This design comes from an exercise in tuning for small area, a short achievable clock period and few clock cycles per item on the open sky130 flow, not from production work.
The RTL was checked by simulation tests, not by an equivalence proof against the original design.

## the previous run
## yuvToRgb
module yuvToRgb (
	input logic Clock,
	input logic resetn,
	input logic start,
	input logic [15:0] readData,
	output logic done,
	output logic [17:0] sramAddress,
	output logic [15:0] sramWriteData,
	output logic sramWeN
);
Size: roughly 1900 cells after synthesis, roughly 410 flip-flops, ~55 I/O pins, ~23000 um2 of cells after synthesis.
clock: 12.0 ns
lec_check: 0
cap_margin: 20
core_margin: 2
core_utilization: 40
cts_cluster_diameter: 100
cts_cluster_size: 25
setup_slack_margin: 5
slew_margin: 20
synth_hierarchical: 1
synth_minimum_keep_size: 0
standard.sh (not shown) runs the stock make flow with config.mk's settings and CLKGATE_MAP_FILE= SYNTH_SCRIPT=/design/flow/synth_recipe.tcl, a recipe that flattens the netlist after the stock synthesis.
==> flow/flow/run.sh <==
#!/bin/bash
set -euo pipefail
bash standard.sh SETUP_SLACK_MARGIN=8.5 "BUFFER_PORTS_ARGS=-buffer_cell sky130_fd_sc_hd__buf_2" finish > standard.log 2>&1
The previous run ran to completion and came out clean on the timing, DRC and antenna checks.
Testbench counts of the previous run, summed over its fixed seeds: cycles 26,144, rows 32.
Relative to the previous run, the following input files were edited for the current run:
- a change of CTS_CLUSTER_SIZE from 25 to 30
[summary]
The current run completed; timing, DRC and antenna clean. The previous run closes out successfully: all stages finished, all timing, DRC and antenna checks passed. Changes observed in the current run relative to the previous run: final worst slack shrank by 0.015 ns, first-pass GRT wire length about even, count of antenna diodes in the layout saw little to no change, global-route met1 utilization fell 0.16 points. Taking the previous run as the reference, in the current run final critical path time including I/O delays and setup now sits higher.

========
job 101:
yuvToRgb, a different RTL version from the one above (not shown whole).
For scale: ~1800 cells after synthesis, about 55 I/O pins, about 0.023 mm² of cells after synthesis.
// yuvToRgb
module yuvToRgb (
	input logic Clock,
	input logic resetn,
	input logic start,
	input logic [15:0] readData,
	output logic done,
	output logic [17:0] sramAddress,
	output logic [15:0] sramWriteData,
	output logic sramWeN
);
Settings: LEC_CHECK=0, CAP_MARGIN=20, CORE_MARGIN=2, CORE_UTILIZATION=40, CTS_CLUSTER_DIAMETER=120, CTS_CLUSTER_SIZE=30, SETUP_SLACK_MARGIN=5, SLEW_MARGIN=20, SYNTH_HIERARCHICAL=1, SYNTH_MINIMUM_KEEP_SIZE=0; clock period 12.0 ns.
==> flow/flow/run.sh <==
#!/bin/bash
set -euo pipefail
bash standard.sh SETUP_SLACK_MARGIN=8.4 "BUFFER_PORTS_ARGS=-buffer_cell sky130_fd_sc_hd__buf_2" finish > standard.log 2>&1
Testbench counts of job 101, summed over its fixed seeds: cycles 26,144, rows 32.
Here is what was changed in the inputs of job 102 compared with job 101.
# job 101
export LEC_CHECK = 0
export CAP_MARGIN = 20
export CORE_MARGIN = 2
export CORE_UTILIZATION = 40
export CTS_CLUSTER_DIAMETER = 120
export CTS_CLUSTER_SIZE = 30
export SETUP_SLACK_MARGIN = 5
export SLEW_MARGIN = 20
export SYNTH_HIERARCHICAL = 1
export SYNTH_MINIMUM_KEEP_SIZE = 0
create_clock -name core_clock -period 12.0 [get_ports {Clock}]
# job 102
export LEC_CHECK = 0
export CAP_MARGIN = 20
export CORE_MARGIN = 2
export CORE_UTILIZATION = 40
export SETUP_SLACK_MARGIN = 5
export SLEW_MARGIN = 20
export SYNTH_HIERARCHICAL = 1
export SYNTH_MINIMUM_KEEP_SIZE = 0
create_clock -name core_clock -period 12.0 [get_ports {Clock}]
Job 101 has higher worst setup slack than job 102.
Job 102 — cell count about 2.2% higher, job 101 as reference
Compared with job 101, job 102 shows a higher utilization.
In terms of register cell area after layout, job 102 and job 101 differ only marginally.
Cell area grows by a few percent when moving from job 101 to job 102.
Job 102 -> job 101: footprint of the multi-input gates delta 0, exact match
[inputs] job 103 vs job 102
# job 102
export LEC_CHECK = 0
export CAP_MARGIN = 20
export CORE_MARGIN = 2
export CORE_UTILIZATION = 40
export SETUP_SLACK_MARGIN = 5
export SLEW_MARGIN = 20
export SYNTH_HIERARCHICAL = 1
export SYNTH_MINIMUM_KEEP_SIZE = 0
create_clock -name core_clock -period 12.0 [get_ports {Clock}]
# job 103
export LEC_CHECK = 0
export CAP_MARGIN = 20
export CORE_MARGIN = 2
export CORE_UTILIZATION = 40
export CTS_CLUSTER_DIAMETER = 100
export CTS_CLUSTER_SIZE = 25
export SETUP_SLACK_MARGIN = 5
export SLEW_MARGIN = 20
export SYNTH_HIERARCHICAL = 1
export SYNTH_MINIMUM_KEEP_SIZE = 0
create_clock -name core_clock -period 12.0 [get_ports {Clock}]
==> flow/flow/run.sh <==
#!/bin/bash
set -euo pipefail
bash standard.sh SETUP_SLACK_MARGIN=8.7 "BUFFER_PORTS_ARGS=-buffer_cell sky130_fd_sc_hd__buf_2" finish > standard.log 2>&1
Results
Job 102 → job 103: total half-perimeter wirelength after legalization and detailed placement stayed essentially flat. Non-clock buffer count: lower on job 102. Utilization delta (job 102 -> job 103): insignificant. The lower multi-input gate share of the layout cell area came out of job 102.
Modified inputs, job 104 compared to job 103
==> flow/flow/run.sh <==
#!/bin/bash
set -euo pipefail
bash standard.sh SETUP_SLACK_MARGIN=8.4 "BUFFER_PORTS_ARGS=-buffer_cell sky130_fd_sc_hd__buf_2" finish > standard.log 2>&1
## What came out
- Job 104 finished end to end and its layout was clean on timing, DRC and antenna.
- Between job 103 and job 104, the difference in number of antenna violations at the first check in global routing is negligible.
- Taking job 103 as the reference, in job 104 net count reported at finish now smaller, global router's overall resource usage lost 0.34 points.
- For placement-stage cell area, job 104 and job 103 come out practically identical.
- Wire: job 104 routes less than job 103
- Proportion of cell area spent on the clock network: job 104 < job 103

afterwards: timing with drivers on the ports:
No port has a modelled driver above. Below, the same layouts with a new extraction and two added sets of constraints. Step 1: set_driving_cell puts a clkbuf_16 on Clock and a buf_2 on each other input, an assumption about the parent block. Step 2 times the ports against the registers' clock, not the clock port: input delays grow and output delays shrink by t, the midpoint of the rising clock arrivals with the driver on. a / b / c = no drivers / after step 1 / after step 2; a / b = the first two.
run	shift t [ns]	setup slack, ns	worst setup path after step 2
the previous run	0.597	8.492 / 8.437 / 8.176	input to register
the current run	0.593	8.478 / 8.423 / 8.170	input to register
job 101	0.596	8.410 / 8.356 / 8.362	input to register
job 102	0.633	8.392 / 8.354 / 8.349	input to register
job 103	0.613	8.389 / 8.330 / 8.407	input to register
job 104	0.620	8.376 / 8.322 / 8.376	input to register
After both steps every run listed still meets setup and hold. The setup slack of the previous run, which loses most, moves by -0.055 ns with the drivers and by -0.316 ns with both steps.
